What follows belongs to an exercise in optimizing a design on an open flow for a short achievable clock period and few clock cycles per item; a production flow would make more cautious choices. The RTL was checked by simulation tests, not by an equivalence proof against the original design. Power figures rest on the tool's default switching activity, not on a simulated workload.

==> design.v <==
package rv_pkg;
	typedef logic [32-1:0]   word_t;
	typedef logic [5-1:0] reg_idx_t;
	typedef enum logic [3:0] {
		ALU_ADD = 4'd0,
		ALU_SUB = 4'd1,
		ALU_AND = 4'd2,
		ALU_OR  = 4'd3,
		ALU_XOR = 4'd4,
		ALU_SLT = 4'd5,
		ALU_SLL = 4'd6,
		ALU_SRL = 4'd7,
		ALU_SRA = 4'd8
	} alu_op_e;
	typedef enum logic {
		WB_ALU = 1'b0,
		WB_MEM = 1'b1
	} wb_src_e;
	typedef struct packed {
		reg_idx_t rs1;
		reg_idx_t rs2;
		reg_idx_t rd;
		word_t    op_a;
		word_t    op_b;
		word_t    imm;
		logic     use_imm;
		alu_op_e  alu_op;
		logic     reg_write;
		logic     mem_read;
		logic     mem_write;
		wb_src_e  wb_src;
	} id_ex_t;
	typedef struct packed {
		reg_idx_t rd;
		word_t    alu;
		word_t    store_data;
		logic     reg_write;
		logic     mem_read;
		logic     mem_write;
		wb_src_e  wb_src;
	} ex_me_t;
	typedef struct packed {
		reg_idx_t rd;
		word_t    alu;
		word_t    load_data;
		logic     reg_write;
		wb_src_e  wb_src;
	} me_wb_t;
	typedef struct packed {
		logic     valid;
		reg_idx_t rd;
		word_t    data;
	} wb_t;
	typedef struct packed {
		logic                ren;
		logic                wen;
		logic [32-3:0] addr;
		word_t               wdata;
	} dmem_req_t;
endpackage
`timescale 1ns/100ps
module rv_opg (
	input  logic sa_r, sa_m, sa_l,
	input  logic sb_r, sb_mp, sb_mn, sb_l,
	input  logic xa, xb, m, l,
	output logic gn, pn
);
	logic a, b;
	assign a  = (sa_r & xa) | (sa_m & m) | (sa_l & l);
	assign b  = (sb_r & xb) | (sb_mp & m) | (sb_mn & ~m) | (sb_l & l);
	assign gn = ~(a & b);
	assign pn = ~(a | b);
endmodule
module rv_opg0 (
	input  logic sa_r, sa_m, sa_l,
	input  logic sb_r, sb_mp, sb_mn, sb_l,
	input  logic xa, xb, m, l, ci,
	output logic gn
);
	logic a, b;
	assign a  = (sa_r & xa) | (sa_m & m) | (sa_l & l);
	assign b  = (sb_r & xb) | (sb_mp & m) | (sb_mn & ~m) | (sb_l & l);
	assign gn = ~((a & b) | (a & ci) | (b & ci));
endmodule
module rv_bc_n2p (
	input  logic gnh, pnh, gnl, pnl,
	output logic g, p
);
	assign g = ~(gnh & (pnh | gnl));
	assign p = ~(pnh | pnl);
endmodule
module rv_bc_p2n (
	input  logic gh, ph, gl, pl,
	output logic gn, pn
);
	assign gn = ~(gh | (ph & gl));
	assign pn = ~(ph & pl);
endmodule
module rv_gc_n2p (
	input  logic gnh, pnh, gnl,
	output logic g
);
	assign g = ~(gnh & (pnh | gnl));
endmodule
module rv_gc_p2n (
	input  logic gh, ph, gl,
	output logic gn
);
	assign gn = ~(gh | (ph & gl));
endmodule
module rv_inv (
	input  logic i,
	output logic o
);
	assign o = ~i;
endmodule
module rv_csel (
	input  logic c, r0n, r1n,
	output logic y
);
	assign y = ~(c ? r1n : r0n);
endmodule
module rv_adder (
	input  logic        sa_r, sa_m, sa_l,
	input  logic        sb_r, sb_mp, sb_mn, sb_l,
	input  logic [31:0] xa, xb, m, l,
	input  logic        ci,
	input  logic [31:0] r0n, r1n,
	output logic [31:0] res
);
	logic [31:0] g [0:5];
	logic [31:0] p [0:5];
	rv_opg0 opg0 (
		.sa_r(sa_r), .sa_m(sa_m), .sa_l(sa_l),
		.sb_r(sb_r), .sb_mp(sb_mp), .sb_mn(sb_mn), .sb_l(sb_l),
		.xa(xa[0]), .xb(xb[0]), .m(m[0]), .l(l[0]), .ci(ci),
		.gn(g[0][0])
	);
	assign p[0][0] = 1'b0;
	for (genvar i = 1; i < 32; i++) begin : g_opg
		rv_opg opg (
			.sa_r(sa_r), .sa_m(sa_m), .sa_l(sa_l),
			.sb_r(sb_r), .sb_mp(sb_mp), .sb_mn(sb_mn), .sb_l(sb_l),
			.xa(xa[i]), .xb(xb[i]), .m(m[i]), .l(l[i]),
			.gn(g[0][i]), .pn(p[0][i])
		);
	end
	for (genvar k = 1; k <= 5; k++) begin : g_lvl
		localparam int D = 1 << (k - 1);
		for (genvar i = 0; i < 32; i++) begin : g_bit
			if (i < D) begin : g_pass
				rv_inv inv (.i(g[k-1][i]), .o(g[k][i]));
				assign p[k][i] = 1'b0;
			end else if (i < 2 * D) begin : g_gray
				if (k % 2 == 1) begin : g_n2p
					rv_gc_n2p gc (.gnh(g[k-1][i]), .pnh(p[k-1][i]), .gnl(g[k-1][i-D]), .g(g[k][i]));
				end else begin : g_p2n
					rv_gc_p2n gc (.gh(g[k-1][i]), .ph(p[k-1][i]), .gl(g[k-1][i-D]), .gn(g[k][i]));
				end
				assign p[k][i] = 1'b0;
			end else begin : g_black
				if (k % 2 == 1) begin : g_n2p
					rv_bc_n2p bc (.gnh(g[k-1][i]), .pnh(p[k-1][i]), .gnl(g[k-1][i-D]),
						.pnl(p[k-1][i-D]), .g(g[k][i]), .p(p[k][i]));
				end else begin : g_p2n
					rv_bc_p2n bc (.gh(g[k-1][i]), .ph(p[k-1][i]), .gl(g[k-1][i-D]),
						.pl(p[k-1][i-D]), .gn(g[k][i]), .pn(p[k][i]));
				end
			end
		end
	end
	rv_csel csel0 (.c(g[5][30]), .r0n(r0n[0]), .r1n(r1n[0]), .y(res[0]));
	for (genvar i = 1; i < 32; i++) begin : g_csel
		rv_csel csel (.c(g[5][i-1]), .r0n(r0n[i]), .r1n(r1n[i]), .y(res[i]));
	end
endmodule
module rv_sel3n (
	input  logic sr, sm, sl,
	input  logic x, m, l,
	output logic y
);
	assign y = ~((sr & x) | (sm & m) | (sl & l));
endmodule
module rv_sel3n_r (
	input  logic sr, sm, sl,
	input  logic x, m, l,
	output logic y
);
	assign y = ~((sr & x) | (sm & m) | (sl & l));
endmodule
module rv_sel2 (
	input  logic sr, sm,
	input  logic x, m,
	output logic y
);
	assign y = (sr & x) | (sm & m);
endmodule
module rv_mxi (
	input  logic s, a0, a1,
	output logic y
);
	assign y = ~(s ? a1 : a0);
endmodule
module rv_shifter (
	input  logic        sr, sm, sl,
	input  logic [31:0] x, m, l,
	input  logic        hr, hm,
	input  logic [4:0]  xh,
	input  logic        sra,
	output logic [31:0] shl,
	output logic [31:0] shr
);
	logic [31:0] an, anr;
	logic [4:0]  shl_amt, shr_amt;
	logic [31:0] vl [0:5];
	logic [31:0] vr [0:5];
	logic        filln;
	for (genvar i = 0; i < 32; i++) begin : g_sel
		rv_sel3n sel (.sr(sr), .sm(sm), .sl(sl), .x(x[i]), .m(m[i]), .l(l[i]), .y(an[i]));
		rv_sel3n_r selr (.sr(sr), .sm(sm), .sl(sl), .x(x[i]), .m(m[i]), .l(l[i]), .y(anr[i]));
	end
	for (genvar k = 0; k < 5; k++) begin : g_amt
		rv_sel2 hl (.sr(hr), .sm(hm), .x(xh[k]), .m(m[k]), .y(shl_amt[k]));
		rv_sel2 hr_ (.sr(hr), .sm(hm), .x(xh[k]), .m(m[k]), .y(shr_amt[k]));
	end
	assign filln = ~(sra & ~anr[31]);
	assign vl[0] = an;
	assign vr[0] = anr;
	for (genvar k = 0; k < 5; k++) begin : g_lvl
		localparam int D = 1 << k;
		for (genvar i = 0; i < 32; i++) begin : g_bit
			if (i >= D) begin : g_l
				rv_mxi ml (.s(shl_amt[k]), .a0(vl[k][i]), .a1(vl[k][i-D]), .y(vl[k+1][i]));
			end else begin : g_l0
				rv_mxi ml (.s(shl_amt[k]), .a0(vl[k][i]), .a1(k % 2 == 0), .y(vl[k+1][i]));
			end
			if (i + D < 32) begin : g_r
				rv_mxi mr (.s(shr_amt[k]), .a0(vr[k][i]), .a1(vr[k][i+D]), .y(vr[k+1][i]));
			end else begin : g_r0
				rv_mxi mr (.s(shr_amt[k]), .a0(vr[k][i]), .a1((k % 2 == 0) ? filln : !filln), .y(vr[k+1][i]));
			end
		end
	end
	assign shl = vl[5];
	assign shr = vr[5];
endmodule
module rv_rlate (
	input  logic e0, e1, sll, shl, sr, shr,
	output logic r0n, r1n
);
	logic t;
	assign t   = (sll & shl) | (sr & shr);
	assign r0n = ~(e0 | t);
	assign r1n = ~(e1 | t);
endmodule
`timescale 1ns/100ps
module rv_core (
	input  logic        clk,
	input  logic        rst_n,
	input  logic        i_inst_valid,
	input  logic [31:0] i_inst,
	output logic        o_inst_ready,
	output logic        o_dmem_ren,
	output logic        o_dmem_wen,
	output logic [29:0] o_dmem_addr,
	output logic [31:0] o_dmem_wdata,
	input  logic [31:0] i_dmem_rdata,
	input  logic        i_dmem_stall,
	output logic        o_wb_valid,
	output logic [4:0]  o_wb_rd,
	output logic [31:0] o_wb_data
);
	logic        d_valid;
	logic [31:0] d_ir;
	logic [31:1] d_oh1, d_oh2;    
	logic        sk_valid;
	logic [31:0] sk_ir;
	logic        x_wr, x_ld, x_st;
	logic [4:0]  x_rd;
	logic [31:0] x_a, x_b, x_bx, x_sd;
	logic [4:0]  x_sh;
	logic        x_fa_r, x_fa_m, x_fa_l;    
	logic        x_fb_r, x_fb_m, x_fb_l;    
	logic        x_fs_r, x_fs_m, x_fs_l;    
	logic        x_fx_r, x_fx_mp, x_fx_mn, x_fx_l;
	logic        x_fh_r, x_fh_m;            
	logic        x_sub;                     
	logic        x_add, x_slt, x_log, x_sll, x_sr, x_sra;
	logic        x_lg1, x_lg2;              
	logic        m_wr, m_ld, m_st;
	logic        m_mem;    
	logic [4:0]  m_rd;
	logic [31:0] m_res, m_sd;
	logic        w_wr;
	logic [4:0]  w_rd;
	logic [31:0] w_data;
	logic [31:0] regs [1:31];
	logic [6:0]  opcode;
	logic [2:0]  f3;
	logic [4:0]  rd, rs1, rs2;
	logic        alt;
	logic        is_op, is_imm, is_ld, is_st, alu_ok;
	logic        e_alu, e_ld, e_st, d_wr;
	logic [31:0] imm;
	logic [31:0] rv1, rv2;
	assign opcode = d_ir[6:0];
	assign rd     = d_ir[11:7];
	assign f3     = d_ir[14:12];
	assign rs1    = d_ir[19:15];
	assign rs2    = d_ir[24:20];
	assign alt    = (d_ir[31:25] == 7'b0100000);
	assign is_op  = (opcode == 7'b0110011);
	assign is_imm = (opcode == 7'b0010011);
	assign is_ld  = (opcode == 7'b0000011)  && (f3 == 3'b010);
	assign is_st  = (opcode == 7'b0100011) && (f3 == 3'b010);
	assign alu_ok = (f3 != 3'b011);
	assign e_alu = d_valid && (is_op || is_imm) && alu_ok && (rd != 5'd0);
	assign e_ld  = d_valid && is_ld && (rd != 5'd0);
	assign e_st  = d_valid && is_st;
	assign d_wr  = e_alu || e_ld;
	assign imm   = is_st ? {{20{d_ir[31]}}, d_ir[31:25], d_ir[11:7]}
	                     : {{20{d_ir[31]}}, d_ir[31:20]};
	always_comb begin
		rv1 = '0;
		rv2 = '0;
		for (int j = 1; j < 32; j++) begin
			rv1 = rv1 | ({32{d_oh1[j]}} & regs[j]);
			rv2 = rv2 | ({32{d_oh2[j]}} & regs[j]);
		end
	end
	logic [31:0] m_val;
	assign m_val = m_mem ? i_dmem_rdata : m_res;    
	logic fa_x, fa_m, fs_x, fs_m;
	assign fa_x = x_wr && (x_rd == rs1);
	assign fa_m = m_wr && (m_rd == rs1);
	assign fs_x = x_wr && (x_rd == rs2);
	assign fs_m = m_wr && (m_rd == rs2);
	logic [31:0] d_a, d_sd;
	logic        d_sub, d_shift;
	assign d_sub   = (is_op && f3 == 3'b000 && alt) || (f3 == 3'b010 && !is_ld && !is_st);
	assign d_shift = (f3 == 3'b001 || f3 == 3'b101) && !is_ld && !is_st;
	assign d_a  = fa_m ? m_val : rv1;
	assign d_sd = fs_m ? m_val : rv2;
	logic [31:0] a, b, sd, hs, lg, shl, shr, e0, e1, r0n, r1n, res;
	logic        lt0, lt1, hold;
	assign a  = ({32{x_fa_r}} & x_a) | ({32{x_fa_m}} & m_res) | ({32{x_fa_l}} & i_dmem_rdata);
	assign b  = ({32{x_fb_r}} & x_b) | ({32{x_fb_m}} & m_res) | ({32{x_fb_l}} & i_dmem_rdata);
	assign sd = ({32{x_fs_r}} & x_sd) | ({32{x_fs_m}} & m_res) | ({32{x_fs_l}} & i_dmem_rdata);
	assign hs = a ^ b ^ {32{x_sub}};
	assign lt0 = (a[31] ^ b[31]) ? a[31] : hs[31];
	assign lt1 = (a[31] ^ b[31]) ? a[31] : !hs[31];
	always_comb begin
		for (int i = 0; i < 32; i++) begin
			lg[i] = a[i] ? (b[i] ? x_lg1 : x_lg2) : (b[i] & x_lg2);
		end
	end
	rv_shifter shifter0 (
		.sr    (x_fa_r),
		.sm    (x_fa_m),
		.sl    (x_fa_l),
		.x     (x_a),
		.m     (m_res),
		.l     (i_dmem_rdata),
		.hr    (x_fh_r),
		.hm    (x_fh_m),
		.xh    (x_sh),
		.sra   (x_sra),
		.shl   (shl),
		.shr   (shr)
	);
	assign hold = i_dmem_stall && m_mem;
	always_comb begin
		e0 = ({32{x_add & !hold}} & hs) | ({32{x_log & !hold}} & lg) | ({32{hold}} & m_res);
		e1 = ({32{x_add & !hold}} & ~hs) | ({32{x_log & !hold}} & lg) | ({32{hold}} & m_res);
		e0[0] = (x_add & !hold & (hs[0] ^ x_sub)) | (x_log & !hold & lg[0]) | (hold & m_res[0]) |
		        (x_slt & !hold & lt0);
		e1[0] = (x_add & !hold & (hs[0] ^ x_sub)) | (x_log & !hold & lg[0]) | (hold & m_res[0]) |
		        (x_slt & !hold & lt1);
	end
	for (genvar i = 0; i < 32; i++) begin : g_rl
		rv_rlate rl (.e0(e0[i]), .e1(e1[i]), .sll(x_sll & !hold), .shl(shl[i]),
			.sr(x_sr & !hold), .shr(shr[i]), .r0n(r0n[i]), .r1n(r1n[i]));
	end
	rv_adder adder0 (
		.sa_r  (x_fa_r),
		.sa_m  (x_fa_m),
		.sa_l  (x_fa_l),
		.sb_r  (x_fx_r),
		.sb_mp (x_fx_mp),
		.sb_mn (x_fx_mn),
		.sb_l  (x_fx_l),
		.xa    (x_a),
		.xb    (x_bx),
		.m     (m_res),
		.l     (i_dmem_rdata),
		.ci    (x_sub),
		.r0n   (r0n),
		.r1n   (r1n),
		.res   (res)
	);
	logic ir_free, acc;
	logic lu;
	assign lu      = x_ld && e_alu && is_op && (d_sub || d_shift) && (x_rd == rs2);
	assign ir_free = !d_valid || (!hold && !lu);
	assign acc     = i_inst_valid && !sk_valid;
	assign o_inst_ready = !sk_valid;
	always_ff @(posedge clk or negedge rst_n) begin
		if (!rst_n) begin
			d_valid  <= 1'b0;
			sk_valid <= 1'b0;
		end else if (ir_free) begin
			d_valid  <= sk_valid || acc;
			sk_valid <= 1'b0;
		end else if (acc) begin
			sk_valid <= 1'b1;
		end
	end
	logic [31:0] ir_next;
	assign ir_next = sk_valid ? sk_ir : i_inst;
	always_ff @(posedge clk) begin
		if (ir_free) begin
			d_ir <= ir_next;
			for (int j = 1; j < 32; j++) begin
				d_oh1[j] <= (ir_next[19:15] == 5'(j));
				d_oh2[j] <= (ir_next[24:20] == 5'(j));
			end
		end
		if (!ir_free && acc) begin
			sk_ir <= i_inst;
		end
	end
	always_ff @(posedge clk or negedge rst_n) begin
		if (!rst_n) begin
			x_wr <= 1'b0;
			x_ld <= 1'b0;
			x_st <= 1'b0;
		end else if (!hold) begin
			x_wr <= d_wr && !lu;
			x_ld <= e_ld && !lu;
			x_st <= e_st && !lu;
		end
	end
	always_ff @(posedge clk) begin
		if (!hold) begin
			x_rd   <= rd;
			x_a    <= d_a;
			x_b    <= is_op ? d_sd : imm;
			x_bx   <= (is_op ? d_sd : imm) ^ {32{d_sub}};
			x_sh   <= (is_op ? d_sd[4:0] : imm[4:0]) & {5{d_shift}};
			x_fx_r  <= !(is_op && fs_x);
			x_fx_mp <= is_op && fs_x && !x_ld && !d_sub;
			x_fx_mn <= is_op && fs_x && !x_ld && d_sub;
			x_fx_l  <= is_op && fs_x && x_ld;
			x_fh_r  <= !(is_op && fs_x && d_shift);
			x_fh_m  <= is_op && fs_x && !x_ld && d_shift;
			x_sd   <= d_sd;
			x_fa_m <= fa_x && !x_ld;
			x_fa_l <= fa_x && x_ld;
			x_fa_r <= !fa_x;
			x_fs_m <= fs_x && !x_ld;
			x_fs_l <= fs_x && x_ld;
			x_fs_r <= !fs_x;
			x_fb_m <= is_op && fs_x && !x_ld;
			x_fb_l <= is_op && fs_x && x_ld;
			x_fb_r <= !(is_op && fs_x);
			x_sub  <= d_sub;
			x_add  <= (f3 == 3'b000) || is_ld || is_st;
			x_slt  <= (f3 == 3'b010) && !is_ld && !is_st;
			x_log  <= f3[2] && f3 != 3'b101;
			x_lg1  <= f3[1];
			x_lg2  <= !f3[0];
			x_sll  <= (f3 == 3'b001);
			x_sr   <= (f3 == 3'b101);
			x_sra  <= alt;
		end
	end
	always_ff @(posedge clk or negedge rst_n) begin
		if (!rst_n) begin
			m_wr <= 1'b0;
			m_ld  <= 1'b0;
			m_st  <= 1'b0;
			m_mem <= 1'b0;
		end else if (!hold) begin
			m_wr <= x_wr;
			m_ld  <= x_ld;
			m_st  <= x_st;
			m_mem <= x_ld || x_st;
		end
	end
	always_ff @(posedge clk) begin
		m_res <= res;
		if (!hold) begin
			m_rd <= x_rd;
			m_sd <= sd;
		end
	end
	assign o_dmem_ren   = m_ld;
	assign o_dmem_wen   = m_st;
	assign o_dmem_addr  = m_res[31:2];
	assign o_dmem_wdata = m_sd;
	always_ff @(posedge clk or negedge rst_n) begin
		if (!rst_n) begin
			w_wr <= 1'b0;
		end else begin
			w_wr <= m_wr && !hold;
		end
	end
	always_ff @(posedge clk) begin
		w_rd   <= m_rd;
		w_data <= m_val;
	end
	assign o_wb_valid = w_wr;
	assign o_wb_rd    = w_rd;
	assign o_wb_data  = w_data;
	always_ff @(posedge clk or negedge rst_n) begin
		if (!rst_n) begin
			for (int i = 1; i < 32; i++) begin
				regs[i] <= '0;
			end
		end else if (m_wr && !hold) begin
			regs[m_rd] <= m_val;
		end
	end
endmodule
==> flow/run.sh <==
#!/bin/bash
# Standard synthesis, then the standard layout with the ports buffered by
# buf_4 cells instead of the flow's default buffer choice.
set -euo pipefail
bash standard.sh synth > synth.log 2>&1
bash standard.sh BUFFER_PORTS_ARGS="-buffer_cell sky130_fd_sc_hd__buf_4" finish > layout.log 2>&1
==> standard.sh <==
#!/bin/bash
# synth_recipe.tcl (not shown) runs the flow's synth.tcl, then flattens the netlist and writes it again
# the make line also repeats each setting of config.mk as NAME=value (left out here)
make -C /OpenROAD-flow-scripts/flow DESIGN_CONFIG=/design/flow/config.mk WORK_HOME=/design/flow/orfs CLKGATE_MAP_FILE= SYNTH_SCRIPT=/design/flow/synth_recipe.tcl "${@:-finish}"
==> config.mk <==
export PLATFORM = sky130hd
export DESIGN_NAME = rv_core
export DESIGN_NICKNAME = rv_core
export VERILOG_FILES = /design/flow/design.v
export SDC_FILE = /design/flow/constraint.sdc
export NUM_CORES = 4
export LEC_CHECK = 0
export CAP_MARGIN = 40
export CORE_MARGIN = 2
export CORE_UTILIZATION = 25
export SETUP_SLACK_MARGIN = 3.3
export SLEW_MARGIN = 20
export SYNTH_HIERARCHICAL = 1
==> constraint.sdc <==
create_clock -name core_clock -period 5.5 [get_ports {clk}]
set_input_delay 1.1000 -clock core_clock [delete_from_list [all_inputs] [get_ports {clk}]]
set_output_delay 1.1000 -clock core_clock [all_outputs]
set_load 0.01 [all_outputs]
==> results of run 1 <==
through the flow:
| stage | util (%) | setup slack (ns) | hold WS [ns] |
|---|---|---|---|
| after global placement | 27.5 | 1.53 | 0.487 |
| after floorplan | - | 1.80 | 0.343 |
| after detailed placement | 27.8 | 1.60 | 0.494 |
| after CTS | 36.2 | 2.64 | 0.402 |
power by group through the flow:
stage	logic [mW]	clock network [mW]	registers [mW]
2_1_floorplan	0.910	0	11.1
3_3_place_gp	1.71	0	11.2
3_5_place_dp	1.79	0	11.2
4_1_cts	2.35	11.1	11.0
how the worst max path moves through the flow:
stage          cells after the start      endpoint  slack [ns]
2_1_floorplan                      8      m_res[2]        1.80
3_3_place_gp                      10      m_res[7]        1.53
3_5_place_dp                       9  regs[12][25]        1.60
4_1_cts                           12      m_res[0]        2.64
timing repair:
item	4_1_cts
resized for setup	1867
pin swaps	357
endpoints found under the setup margin	1587
buffers inserted	597
cloned	209
hold buffers	0
==> reports/metrics.csv, run 1 <==
stage,metric,value,unit
outcome,haltStage,global routing (5_1_grt),
place,io_buffers,170,
place,hpwl,216000,um
floorplan,start_util,25.1,%
place,place_area,0.0784,mm^2
floorplan,fp-row-count,195,
outcome,outcome,stopped before the end,
cts,cts_buffers,156,
floorplan,die_h,536,um
place,dp_cells,10800,
global_route,grt_max_degree,123,
cts,cts_root_buf,clkbuf_16,
floorplan,die_w,536,um
cts,h-tree-depth,4,
outcome,error_line,"[ERROR RSZ-0074] Failed to build tree from global routes for pin 'rebuffer2886/X' and net 'net2897' at grid (258750, 196650): found route to 7 pins, expected 8",
logic_synthesis,ys_warn_count,17,
cts,clockBufferDepth,3,
logic_synthesis,syn_inst,7151,
floorplan,ios,171,
place,place.gp.congestion,1.01,
logic_synthesis,syn_area,0.0706,mm^2
logic_synthesis,avgSynthCellArea,9.88,um^2
Testbench counts, summed over its fixed seeds: cycles 25,266, instrs 24,000.
==> run 2, diff against run 1 <==
==> run.sh (new file) <==
#!/bin/bash
# synth_recipe.tcl (not shown) runs the flow's synth.tcl, then flattens the netlist and writes it again
# the make line also repeats each setting of config.mk as NAME=value (left out here)
make -C /OpenROAD-flow-scripts/flow DESIGN_CONFIG=/design/flow/config.mk WORK_HOME=/design/flow/orfs CLKGATE_MAP_FILE= SYNTH_SCRIPT=/design/flow/synth_recipe.tcl finish
--- a/config.mk
+++ b/config.mk
@@ -7,7 +7,7 @@
 export LEC_CHECK = 0
 export CAP_MARGIN = 40
 export CORE_MARGIN = 2
-export CORE_UTILIZATION = 25
+export CORE_UTILIZATION = 30
 export SETUP_SLACK_MARGIN = 3.3
 export SLEW_MARGIN = 20
 export SYNTH_HIERARCHICAL = 1
removed: flow/run.sh
removed: standard.sh
==> reports/metrics.csv, run 2 <==
stage,metric,value,unit
outcome,haltStage,global routing (5_1_grt),
outcome,outcome,stopped before the end,
global_route,grt_max_degree,119,
global_route,grt_overflow_total,1,
cts,h-tree-depth,4,
floorplan,start_util,30.1,%
logic_synthesis,ys_warn_count,17,
place,place.gp.congestion,1.04,
floorplan,ios,171,
cts,hold_buffers,0,
floorplan,die_w,489,um
logic_synthesis,avgSynthCellArea,9.88,um^2
outcome,error_line,[ERROR GRT-0232] Routing congestion too high. Check the congestion heatmap in the GUI.,
place,io_buffers,170,
floorplan,fp-row-count,178,
place,dp_slack,0.927,ns
cts,clockBufferDepth,3,
global_route,grt_use_total,41.2,%
logic_synthesis,syn_inst,7151,
cts,cts_buffers,150,
cts,cts_root_buf,clkbuf_16,
logic_synthesis,syn_area,0.0706,mm^2
place,hpwl,220000,um
floorplan,die_h,489,um
-- run 2: per-layer routing --
metal	GRT usage, %	overflow
met1	40.6	0
met2	51.2	0
met3	32.8	1
met4	38.9	0
met5	24.6	0
-- run 2: through the flow --
stage | instances | hold WS (ns) | util, % | total power [mW] | instance area, um^2
after global placement | 10200 | 0.486 | 33.1 | 13.0 | 77800
after detailed placement | 10200 | 0.497 | 33.5 | 13.1 | 78600
after floorplan | 7180 | 0.343 | - | 12.0 | 71800
after CTS | 11100 | 0.368 | 41.3 | 24.2 | 97000
-- run 2: how the worst min path moves through the flow --
stage	from	to	slack [ns]	cells after the start
after global placement	regs[4][18]	regs[4][18]	0.49	2
after floorplan	m_rd[4]	w_rd[4]	0.34	0
after CTS	rst_n	regs[26][5]	0.37	1
after detailed placement	regs[7][23]	regs[7][23]	0.50	2
-- run 2: power by group through the flow --
| stage | sequential, mW | clock [mW] | combinational [mW] |
|---|---|---|---|
| 2_1_floorplan | 11.1 | 0 | 0.910 |
| 3_3_place_gp | 11.2 | 0 | 1.78 |
| 3_5_place_dp | 11.2 | 0 | 1.85 |
| 4_1_cts | 11.0 | 11.0 | 2.27 |
-- run 2: what timing repair did --
action	in CTS
gates cloned	135
resized for setup	1885
pin swaps	315
hold endpoints to repair	0
setup buffers	476
setup endpoints to repair	1446
==> run 3, diff against run 2 <==
--- a/design.v
+++ b/design.v
@@ -181,13 +181,6 @@
 );
 	assign y = ~((sr & x) | (sm & m) | (sl & l));
 endmodule
-module rv_sel3n_r (
-	input  logic sr, sm, sl,
-	input  logic x, m, l,
-	output logic y
-);
-	assign y = ~((sr & x) | (sm & m) | (sl & l));
-endmodule
 module rv_sel2 (
 	input  logic sr, sm,
 	input  logic x, m,
@@ -210,22 +203,21 @@
 	output logic [31:0] shl,
 	output logic [31:0] shr
 );
-	logic [31:0] an, anr;
+	logic [31:0] an;
 	logic [4:0]  shl_amt, shr_amt;
 	logic [31:0] vl [0:5];
 	logic [31:0] vr [0:5];
 	logic        filln;
 	for (genvar i = 0; i < 32; i++) begin : g_sel
 		rv_sel3n sel (.sr(sr), .sm(sm), .sl(sl), .x(x[i]), .m(m[i]), .l(l[i]), .y(an[i]));
-		rv_sel3n_r selr (.sr(sr), .sm(sm), .sl(sl), .x(x[i]), .m(m[i]), .l(l[i]), .y(anr[i]));
 	end
 	for (genvar k = 0; k < 5; k++) begin : g_amt
 		rv_sel2 hl (.sr(hr), .sm(hm), .x(xh[k]), .m(m[k]), .y(shl_amt[k]));
 		rv_sel2 hr_ (.sr(hr), .sm(hm), .x(xh[k]), .m(m[k]), .y(shr_amt[k]));
 	end
-	assign filln = ~(sra & ~anr[31]);
+	assign filln = ~(sra & ~an[31]);
 	assign vl[0] = an;
-	assign vr[0] = anr;
+	assign vr[0] = an;
 	for (genvar k = 0; k < 5; k++) begin : g_lvl
 		localparam int D = 1 << k;
 		for (genvar i = 0; i < 32; i++) begin : g_bit
@@ -288,7 +280,6 @@
 	logic        x_add, x_slt, x_log, x_sll, x_sr, x_sra;
 	logic        x_lg1, x_lg2;              
 	logic        m_wr, m_ld, m_st;
-	logic        m_mem;    
 	logic [4:0]  m_rd;
 	logic [31:0] m_res, m_sd;
 	logic        w_wr;
@@ -327,9 +318,11 @@
 			rv1 = rv1 | ({32{d_oh1[j]}} & regs[j]);
 			rv2 = rv2 | ({32{d_oh2[j]}} & regs[j]);
 		end
+		if (w_wr && w_rd == rs1) rv1 = w_data;
+		if (w_wr && w_rd == rs2) rv2 = w_data;
 	end
 	logic [31:0] m_val;
-	assign m_val = m_mem ? i_dmem_rdata : m_res;    
+	assign m_val = m_ld ? i_dmem_rdata : m_res;
 	logic fa_x, fa_m, fs_x, fs_m;
 	assign fa_x = x_wr && (x_rd == rs1);
 	assign fa_m = m_wr && (m_rd == rs1);
@@ -368,7 +361,7 @@
 		.shl   (shl),
 		.shr   (shr)
 	);
-	assign hold = i_dmem_stall && m_mem;
+	assign hold = i_dmem_stall && (m_ld || m_st);
 	always_comb begin
 		e0 = ({32{x_add & !hold}} & hs) | ({32{x_log & !hold}} & lg) | ({32{hold}} & m_res);
 		e1 = ({32{x_add & !hold}} & ~hs) | ({32{x_log & !hold}} & lg) | ({32{hold}} & m_res);
@@ -477,14 +470,12 @@
 	always_ff @(posedge clk or negedge rst_n) begin
 		if (!rst_n) begin
 			m_wr <= 1'b0;
-			m_ld  <= 1'b0;
-			m_st  <= 1'b0;
-			m_mem <= 1'b0;
+			m_ld <= 1'b0;
+			m_st <= 1'b0;
 		end else if (!hold) begin
 			m_wr <= x_wr;
-			m_ld  <= x_ld;
-			m_st  <= x_st;
-			m_mem <= x_ld || x_st;
+			m_ld <= x_ld;
+			m_st <= x_st;
 		end
 	end
 	always_ff @(posedge clk) begin
@@ -517,8 +508,8 @@
 			for (int i = 1; i < 32; i++) begin
 				regs[i] <= '0;
 			end
-		end else if (m_wr && !hold) begin
-			regs[m_rd] <= m_val;
+		end else if (w_wr) begin
+			regs[w_rd] <= w_data;
 		end
 	end
 endmodule
==> flow/run.sh (new file) <==
#!/bin/bash
# Standard synthesis, then the standard layout with the ports buffered by
# buf_4 cells instead of the flow's default buffer choice.
set -euo pipefail
bash standard.sh synth > synth.log 2>&1
bash standard.sh BUFFER_PORTS_ARGS="-buffer_cell sky130_fd_sc_hd__buf_4" finish > layout.log 2>&1
==> standard.sh (new file) <==
#!/bin/bash
# synth_recipe.tcl (not shown) runs the flow's synth.tcl, then flattens the netlist and writes it again
# the make line also repeats each setting of config.mk as NAME=value (left out here)
make -C /OpenROAD-flow-scripts/flow DESIGN_CONFIG=/design/flow/config.mk WORK_HOME=/design/flow/orfs CLKGATE_MAP_FILE= SYNTH_SCRIPT=/design/flow/synth_recipe.tcl "${@:-finish}"
--- a/config.mk
+++ b/config.mk
@@ -7,7 +7,7 @@
 export LEC_CHECK = 0
 export CAP_MARGIN = 40
 export CORE_MARGIN = 2
-export CORE_UTILIZATION = 30
+export CORE_UTILIZATION = 25
 export SETUP_SLACK_MARGIN = 3.3
 export SLEW_MARGIN = 20
 export SYNTH_HIERARCHICAL = 1
removed: run.sh
==> reports/metrics.csv, run 3 <==
stage,metric,value,unit
floorplan,die_h,545,um
global_route,grt_max_degree,128,
worst_setup_path,required,6.18,ns
global_route,grt_pass1_vias,67500,
global_route,grt_use_total,26.5,%
worst_setup_path,crit_path_max_incr_delay,0.44,ns
sta,worst_pin_slew,1.05,ns
worst_setup_path,crit_type,reg2reg,
layout,largest_reg_flops,992,
floorplan,start_util,25.1,%
layout,finalNetCount,7081,
sta,setup_violations,0,
cts,insertion_delay,0.85,ns
run,cap_violations,0,
cts,cts_root_buf,clkbuf_16,
routing,first_pass_iters,17,
worst_setup_path,cp_max_fo,7,
cts,tritoncts,built,
place,hpwl,220000,um
sta,fmax,0.330,GHz
sta,timing.final.ws_setup,2.47,ns
routing,routed_wl,420000,um
layout,fill_cells,27500,
cts,cts_buffers,152,
worst_setup_path,crit_arrival,3.71,ns
place,dp_slack,1.55,ns
routing,wl_per_cell,38.0,um
outcome,outcome,timing/DRC/antenna clean,
sta,hold_viol_final,0,
cts,hold_buffers,0,
sta,period_minus_slack,3.03,ns
routing,drt_iter0_drc,15900,
sta,rsz0062_at_grt,true,
logic_synthesis,syn_area,0.0731,mm^2
layout,seqCellArea,0.0364,mm^2
global_route,grt_overflow_total,0,
floorplan,ios,171,
worst_setup_path,r2r_slack,2.47,ns
cts,path_clk_slew,0.06,ns
sta,fin_worst_skew,0.0476,ns
layout,final_cell_mix,"997 x dfrtp_1, 984 x mux2_2, 607 x buf_4, 584 x a22oi_1, 331 x mux2i_1",
layout,layout-drive-gt1-share,46.9,%
layout,multi_input_area,0.0387,mm^2
worst_setup_path,crit_path_frequent_cell,buf_4,
sta,drv_slew,0,
worst_setup_path,reg2reg_from,x_fa_r,
floorplan,fp-row-count,198,
cts,clockBufferDepth,3,
power,ir_drop,266,uV
layout,final_common_cell,dfrtp_1,
layout,area_growth,39.6,%
routing,num_vias,72100,
worst_setup_path,reg2reg_depth,13,
logic_synthesis,avgSynthCellArea,12.1,um^2
layout,regMostFlops,regs,
logic_synthesis,syn_inst,6049,
min_path,worstHoldPathType,in2async,
cts,h-tree-depth,4,
worst_setup_path,cp-end-kind,flop,
place,place.gp.congestion,1.05,
worst_setup_path,cp_cell_sequence,"buf_12, buf_12, a222oi_1, buf_4, buf_4, mux2i_4, mux2i_2, mux2i_2, buf_4, mux2i_4, mux2i_1, a221oi_1, mux2i_1",
cts,cts.sinks,1392,
floorplan,coreArea,0.291,mm^2
worst_setup_path,reg2reg_to,m_res[29],
sta,fin_tns_setup,0,ns
worst_setup_path,critPathSlowestCell,edfxtp_1,
place,io_buffers,170,
logic_synthesis,ys_warn_count,17,
sta,fin_hold_ws,0.342,ns
worst_setup_path,cp-start-kind,flop,
routing,drtAntennaViolNets,0,
floorplan,die_w,545,um
routing,drc,0,
sta,slew_headroom,30.0,%
power,power_leakage,43.7,nW
power,finalPower,24.3,mW
routing,via_per_inst,6.52,
power,p_per_area,238,mW/mm^2
sta,fin_crit_sh,55.1,%
global_route,grt_pass1_wl,552000,um
floorplan,dieArea,0.297,mm^2
global_route,antenna_found_initial,40,
run 3: area by class of cell:
| cell class | count | area share [%] |
|---|---|---|
| clock buffers | 227 | 4.38 |
| inverters | 118 | 0.446 |
| repair buffers | 1270 | 16.2 |
| diodes | 23 | 0.0564 |
| well taps | 3900 | 4.78 |
| clock inverters | 48 | 0.653 |
| flip-flops and latches | 1392 | 35.6 |
| multi-input cells | 4078 | 37.9 |
run 3: worst max-delay path: cells and delay by family, from the launching register on:
| kind | cells | cell delay [ns] |
|---|---|---|
| AO/OA/AOI/OAI | 2 | 0.66 |
| buffers and inverters | 5 | 0.85 |
| flip-flops | 1 | 0.44 |
| multiplexers | 6 | 0.93 |
run 3: repair_timing:
action | in CTS | in global routing
endpoints found under the setup margin | 1353 | 1054
hold endpoints to repair | 0 | 0
gates cloned | 97 | 28
buffers inserted | 565 | 133
resized for setup | 1294 | 442
pin swaps | 335 | 260
run 3: how the worst max path moves through the flow:
stage / start / end / slack [ns] / depth (start not counted)
after detailed placement: i_dmem_rdata[1] / m_res[22] / 1.55 / 9
after CTS: x_fa_r / m_res[28] / 2.63 / 13
after floorplan: i_dmem_stall / sk_ir[0] / 1.78 / 7
final: x_fa_r / m_res[29] / 2.47 / 13
after global routing: x_fa_r / m_res[16] / 2.42 / 12
after global placement: i_dmem_rdata[11] / m_res[27] / 1.41 / 9
run 3: power breakdown:
group          internal, mW  switching (mW)  total [mW]
sequential             10.7           0.175        10.9
combinational         0.952            1.62        2.57
clock                  6.16            4.68        10.8
total                  17.8            6.48        24.3
run 3: layer usage:
layer | GRT usage (%) | share of wire, %
met1 | 29.6 | 32
met2 | 36.2 | 38
met4 | 21.3 | 11
met3 | 15.2 | 18
met5 | 2.05 | 0.57
run 3: per-stage QoR:
stage               util [%]  cells  cell area, um^2
floorplan                  -   6078            73300
global placement        27.3   9885            79600
detailed placement      27.7   9935            80500
CTS                     33.8  10900            98300
global route            35.1  11000           102000
finish                  35.1  11100           102000
Testbench counts of run 3, summed over its fixed seeds: cycles 25,266, instrs 24,000.
==> run 4, diff against run 3 <==
--- a/design.v
+++ b/design.v
@@ -174,77 +174,6 @@
 		rv_csel csel (.c(g[5][i-1]), .r0n(r0n[i]), .r1n(r1n[i]), .y(res[i]));
 	end
 endmodule
-module rv_sel3n (
-	input  logic sr, sm, sl,
-	input  logic x, m, l,
-	output logic y
-);
-	assign y = ~((sr & x) | (sm & m) | (sl & l));
-endmodule
-module rv_sel2 (
-	input  logic sr, sm,
-	input  logic x, m,
-	output logic y
-);
-	assign y = (sr & x) | (sm & m);
-endmodule
-module rv_mxi (
-	input  logic s, a0, a1,
-	output logic y
-);
-	assign y = ~(s ? a1 : a0);
-endmodule
-module rv_shifter (
-	input  logic        sr, sm, sl,
-	input  logic [31:0] x, m, l,
-	input  logic        hr, hm,
-	input  logic [4:0]  xh,
-	input  logic        sra,
-	output logic [31:0] shl,
-	output logic [31:0] shr
-);
-	logic [31:0] an;
-	logic [4:0]  shl_amt, shr_amt;
-	logic [31:0] vl [0:5];
-	logic [31:0] vr [0:5];
-	logic        filln;
-	for (genvar i = 0; i < 32; i++) begin : g_sel
-		rv_sel3n sel (.sr(sr), .sm(sm), .sl(sl), .x(x[i]), .m(m[i]), .l(l[i]), .y(an[i]));
-	end
-	for (genvar k = 0; k < 5; k++) begin : g_amt
-		rv_sel2 hl (.sr(hr), .sm(hm), .x(xh[k]), .m(m[k]), .y(shl_amt[k]));
-		rv_sel2 hr_ (.sr(hr), .sm(hm), .x(xh[k]), .m(m[k]), .y(shr_amt[k]));
-	end
-	assign filln = ~(sra & ~an[31]);
-	assign vl[0] = an;
-	assign vr[0] = an;
-	for (genvar k = 0; k < 5; k++) begin : g_lvl
-		localparam int D = 1 << k;
-		for (genvar i = 0; i < 32; i++) begin : g_bit
-			if (i >= D) begin : g_l
-				rv_mxi ml (.s(shl_amt[k]), .a0(vl[k][i]), .a1(vl[k][i-D]), .y(vl[k+1][i]));
-			end else begin : g_l0
-				rv_mxi ml (.s(shl_amt[k]), .a0(vl[k][i]), .a1(k % 2 == 0), .y(vl[k+1][i]));
-			end
-			if (i + D < 32) begin : g_r
-				rv_mxi mr (.s(shr_amt[k]), .a0(vr[k][i]), .a1(vr[k][i+D]), .y(vr[k+1][i]));
-			end else begin : g_r0
-				rv_mxi mr (.s(shr_amt[k]), .a0(vr[k][i]), .a1((k % 2 == 0) ? filln : !filln), .y(vr[k+1][i]));
-			end
-		end
-	end
-	assign shl = vl[5];
-	assign shr = vr[5];
-endmodule
-module rv_rlate (
-	input  logic e0, e1, sll, shl, sr, shr,
-	output logic r0n, r1n
-);
-	logic t;
-	assign t   = (sll & shl) | (sr & shr);
-	assign r0n = ~(e0 | t);
-	assign r1n = ~(e1 | t);
-endmodule
 `timescale 1ns/100ps
 module rv_core (
 	input  logic        clk,
@@ -275,7 +204,7 @@
 	logic        x_fb_r, x_fb_m, x_fb_l;    
 	logic        x_fs_r, x_fs_m, x_fs_l;    
 	logic        x_fx_r, x_fx_mp, x_fx_mn, x_fx_l;
-	logic        x_fh_r, x_fh_m;            
+	logic        x_fh_r, x_fh_m, x_fh_l;    
 	logic        x_sub;                     
 	logic        x_add, x_slt, x_log, x_sll, x_sr, x_sra;
 	logic        x_lg1, x_lg2;              
@@ -334,11 +263,13 @@
 	assign d_shift = (f3 == 3'b001 || f3 == 3'b101) && !is_ld && !is_st;
 	assign d_a  = fa_m ? m_val : rv1;
 	assign d_sd = fs_m ? m_val : rv2;
-	logic [31:0] a, b, sd, hs, lg, shl, shr, e0, e1, r0n, r1n, res;
-	logic        lt0, lt1, hold;
+	logic [31:0] a, b, sd, hs, lg, shl, shr, oth, r0n, r1n, res;
+	logic [4:0]  sh;
+	logic        lt0, lt1, hold, r0b;
 	assign a  = ({32{x_fa_r}} & x_a) | ({32{x_fa_m}} & m_res) | ({32{x_fa_l}} & i_dmem_rdata);
 	assign b  = ({32{x_fb_r}} & x_b) | ({32{x_fb_m}} & m_res) | ({32{x_fb_l}} & i_dmem_rdata);
 	assign sd = ({32{x_fs_r}} & x_sd) | ({32{x_fs_m}} & m_res) | ({32{x_fs_l}} & i_dmem_rdata);
+	assign sh = ({5{x_fh_r}} & x_sh) | ({5{x_fh_m}} & m_res[4:0]) | ({5{x_fh_l}} & i_dmem_rdata[4:0]);
 	assign hs = a ^ b ^ {32{x_sub}};
 	assign lt0 = (a[31] ^ b[31]) ? a[31] : hs[31];
 	assign lt1 = (a[31] ^ b[31]) ? a[31] : !hs[31];
@@ -347,32 +278,19 @@
 			lg[i] = a[i] ? (b[i] ? x_lg1 : x_lg2) : (b[i] & x_lg2);
 		end
 	end
-	rv_shifter shifter0 (
-		.sr    (x_fa_r),
-		.sm    (x_fa_m),
-		.sl    (x_fa_l),
-		.x     (x_a),
-		.m     (m_res),
-		.l     (i_dmem_rdata),
-		.hr    (x_fh_r),
-		.hm    (x_fh_m),
-		.xh    (x_sh),
-		.sra   (x_sra),
-		.shl   (shl),
-		.shr   (shr)
-	);
+	assign shl = a << sh;
+	assign shr = 32'($signed({x_sra & a[31], a}) >>> sh);
 	assign hold = i_dmem_stall && (m_ld || m_st);
 	always_comb begin
-		e0 = ({32{x_add & !hold}} & hs) | ({32{x_log & !hold}} & lg) | ({32{hold}} & m_res);
-		e1 = ({32{x_add & !hold}} & ~hs) | ({32{x_log & !hold}} & lg) | ({32{hold}} & m_res);
-		e0[0] = (x_add & !hold & (hs[0] ^ x_sub)) | (x_log & !hold & lg[0]) | (hold & m_res[0]) |
-		        (x_slt & !hold & lt0);
-		e1[0] = (x_add & !hold & (hs[0] ^ x_sub)) | (x_log & !hold & lg[0]) | (hold & m_res[0]) |
-		        (x_slt & !hold & lt1);
-	end
-	for (genvar i = 0; i < 32; i++) begin : g_rl
-		rv_rlate rl (.e0(e0[i]), .e1(e1[i]), .sll(x_sll & !hold), .shl(shl[i]),
-			.sr(x_sr & !hold), .shr(shr[i]), .r0n(r0n[i]), .r1n(r1n[i]));
+		oth = ({32{x_log & !hold}} & lg) |
+		      ({32{x_sll & !hold}} & shl) |
+		      ({32{x_sr  & !hold}} & shr) |
+		      ({32{hold}} & m_res);
+		r0n = ~(({32{x_add & !hold}} & hs) | oth);
+		r1n = ~(({32{x_add & !hold}} & ~hs) | oth);
+		r0b = (x_add & !hold & (hs[0] ^ x_sub)) | oth[0];
+		r0n[0] = !(r0b | (x_slt & !hold & lt0));
+		r1n[0] = !(r0b | (x_slt & !hold & lt1));
 	end
 	rv_adder adder0 (
 		.sa_r  (x_fa_r),
@@ -393,7 +311,7 @@
 	);
 	logic ir_free, acc;
 	logic lu;
-	assign lu      = x_ld && e_alu && is_op && (d_sub || d_shift) && (x_rd == rs2);
+	assign lu      = x_ld && e_alu && is_op && d_sub && (x_rd == rs2);
 	assign ir_free = !d_valid || (!hold && !lu);
 	assign acc     = i_inst_valid && !sk_valid;
 	assign o_inst_ready = !sk_valid;
@@ -446,6 +364,7 @@
 			x_fx_l  <= is_op && fs_x && x_ld;
 			x_fh_r  <= !(is_op && fs_x && d_shift);
 			x_fh_m  <= is_op && fs_x && !x_ld && d_shift;
+			x_fh_l  <= is_op && fs_x && x_ld && d_shift;
 			x_sd   <= d_sd;
 			x_fa_m <= fa_x && !x_ld;
 			x_fa_l <= fa_x && x_ld;
==> run.sh (new file) <==
#!/bin/bash
# synth_recipe.tcl (not shown) runs the flow's synth.tcl, then flattens the netlist and writes it again
# the make line also repeats each setting of config.mk as NAME=value (left out here)
make -C /OpenROAD-flow-scripts/flow DESIGN_CONFIG=/design/flow/config.mk WORK_HOME=/design/flow/orfs CLKGATE_MAP_FILE= SYNTH_SCRIPT=/design/flow/synth_recipe.tcl finish
removed: flow/run.sh
removed: standard.sh
==> reports/metrics.csv, run 4 <==
stage,metric,value,unit
outcome,outcome,timing/DRC/antenna clean,
logic_synthesis,syn_inst,6223,
layout,seqCellArea,0.0364,mm^2
run,cap_violations,0,
layout,final_common_cell,mux2_2,
global_route,grt_use_total,27.5,%
place,hpwl,229000,um
layout,final_cell_mix,"1059 x mux2_2, 998 x dfrtp_1, 705 x a22oi_1, 603 x buf_4, 327 x nor2_1",
sta,rsz0062_at_grt,true,
routing,via_per_inst,6.59,
sta,setup_violations,0,
routing,drt_iter0_drc,16500,
floorplan,coreArea,0.288,mm^2
sta,fin_crit_sh,59.0,%
min_path,worstHoldPathType,in2async,
place,io_buffers,170,
floorplan,ios,171,
place,place.gp.congestion,0.998,
global_route,antenna_found_initial,31,
sta,period_minus_slack,3.25,ns
cts,h-tree-depth,4,
logic_synthesis,ys_warn_count,12,
cts,tritoncts,built,
floorplan,start_util,25.2,%
worst_setup_path,reg2reg_from,d_ir[4],
sta,drv_slew,0,
routing,routed_wl,435000,um
power,finalPower,25.8,mW
routing,num_vias,73300,
logic_synthesis,avgSynthCellArea,11.7,um^2
worst_setup_path,cp-start-kind,flop,
worst_setup_path,reg2reg_depth,13,
sta,slew_headroom,30.8,%
cts,cts.sinks,1393,
power,power_leakage,44.7,nW
floorplan,dieArea,0.295,mm^2
routing,wl_per_cell,39.1,um
layout,layout-drive-gt1-share,47.8,%
routing,drc,0,
worst_setup_path,reg2reg_to,d_oh1[13],
logic_synthesis,syn_area,0.0725,mm^2
global_route,grt_overflow_total,0,
layout,fill_cells,27300,
global_route,grt_pass1_vias,68400,
cts,cts_root_buf,clkbuf_16,
floorplan,fp-row-count,197,
layout,stdcell_area,0.103,mm^2
sta,hold_viol_final,0,
power,p_per_area,250,mW/mm^2
cts,path_clk_slew,0.06,ns
global_route,grt_pass1_wl,569000,um
sta,fmax,0.308,GHz
layout,finalNetCount,7258,
floorplan,die_w,543,um
worst_setup_path,crit_type,reg2reg,
routing,first_pass_iters,17,
routing,drtAntennaViolNets,0,
sta,fin_worst_skew,0.0920,ns
place,place_area,0.0807,mm^2
worst_setup_path,r2r_slack,2.25,ns
layout,multi_input_area,0.0384,mm^2
sta,worst_pin_slew,1.04,ns
worst_setup_path,crit_arrival,3.86,ns
layout,regMostFlops,regs,
layout,largest_reg_flops,992,
global_route,grt_max_degree,139,
worst_setup_path,required,6.11,ns
worst_setup_path,cp-end-kind,flop,
power,ir_drop,380,uV
cts,insertion_delay,0.89,ns
layout,area_growth,42.0,%
cts,clockBufferDepth,3,
floorplan,die_h,543,um
worst_setup_path,cp_max_fo,8,
cts,cts_buffers,151,
sta,fin_tns_setup,0,ns
## run 4: timing repair
action	in CTS	in global routing
pin swaps	317	243
setup buffers	559	184
resized for setup	1836	389
hold buffers	0	0
cloned	107	21
endpoints found under the setup margin	1540	859
## run 4: per-layer routing
layer | track usage (%) | part of all wire, % | vias to the layer above
li1 | - | - | 26300
met1 | 31.3 | 33 | 36000
met2 | 36.7 | 38 | 7991
met3 | 16.2 | 18 | 2914
met4 | 21.8 | 11 | 58
met5 | 2.52 | 0.43 | -
## run 4: cell type report
| class | count | share of cell area (%) |
|---|---|---|
| Multi-Input combinational cell | 4169 | 37.2 |
| Inverter | 89 | 0.348 |
| Antenna cell | 29 | 0.0704 |
| Tap cell | 3781 | 4.59 |
| Clock buffer | 204 | 4.21 |
| Clock inverter | 72 | 0.837 |
| Sequential cell | 1393 | 35.3 |
| Timing Repair inverter | 1 | 0.00850 |
| Timing Repair Buffer | 1384 | 17.4 |
## run 4: power breakdown
group          leakage [nW]  total, mW  internal, mW  switching, mW
Sequential             18.2       11.2          10.9          0.319
Clock                  2.56       11.0          6.19           4.79
Combinational          23.9       3.61          1.43           2.17
Total                  44.7       25.8          18.5           7.28
## run 4: metrics by stage
step | utilization (%) | setup slack (ns) | hold slack [ns] | std cells
floorplan | - | 1.47 | 0.408 | 6223
global placement | 27.6 | 1.01 | 0.446 | 9890
detailed placement | 28.0 | 0.967 | 0.427 | 9946
CTS | 34.3 | 2.26 | 0.374 | 10900
global route | 35.7 | 2.15 | 0.356 | 11100
finish | 35.7 | 2.25 | 0.276 | 11100
## run 4: worst max path at each step
| stage | endpoint | slack (ns) | cells past startpoint | startpoint |
|---|---|---|---|---|
| global route | sk_ir[0] | 2.15 | 12 | d_ir[2] |
| floorplan | sk_ir[0] | 1.47 | 9 | d_ir[2] |
| global placement | m_res[11] | 1.01 | 10 | i_dmem_rdata[1] |
| detailed placement | m_res[0] | 0.97 | 10 | i_dmem_rdata[1] |
| finish | d_oh1[13] | 2.25 | 13 | d_ir[4] |
| CTS | sk_ir[22] | 2.26 | 12 | d_ir[3] |
## run 4: critical path, cell delays in order (launching register included)
cell and delay [ns]:
edfxtp_1 0.43, inv_1 0.13, or4_4 0.53, or3_4 0.39, a211o_4 0.36, buf_12 0.14
clkinv_8 0.04, a31oi_4 0.07, nand2b_4 0.19, buf_6 0.13, buf_8 0.13, buf_12 0.15
buf_12 0.14, buf_16 0.13
Testbench counts of run 4, summed over its fixed seeds: cycles 25,060, instrs 24,000.

## afterwards: timing with drivers on the ports
In the flow no input, the clock included, has a driving cell. The finished layouts below were timed again as built, in two steps. Step 1 (the two cells are an assumption about what drives the block):
set clk [get_ports {clk}]
set_driving_cell -lib_cell sky130_fd_sc_hd__clkbuf_16 $clk
set_driving_cell -lib_cell sky130_fd_sc_hd__buf_2 [delete_from_list [all_inputs] $clk]
Step 2 moves the port delays by t, midway between the first and last clock arrival at a register: inputs arrive t later, outputs are due t later. That takes back most of the time a late clock gives input paths. a / b / c = ideal ports / drivers / drivers and shift; a / b = the first two.
run | t, ns | slack for setup (ns) | worst hold slack (ns)
run 3 | 0.905 | 2.468 / 2.468 / 1.873 | 0.342 / 0.352 / 0.517
run 4 | 0.944 | 2.255 / 2.255 / 1.561 | 0.276 / 0.256 / 0.460
After both steps every run listed still meets setup and hold. For run 4, which loses most, drivers alone change the setup slack by 0.000 ns; drivers and shift together by -0.694 ns.
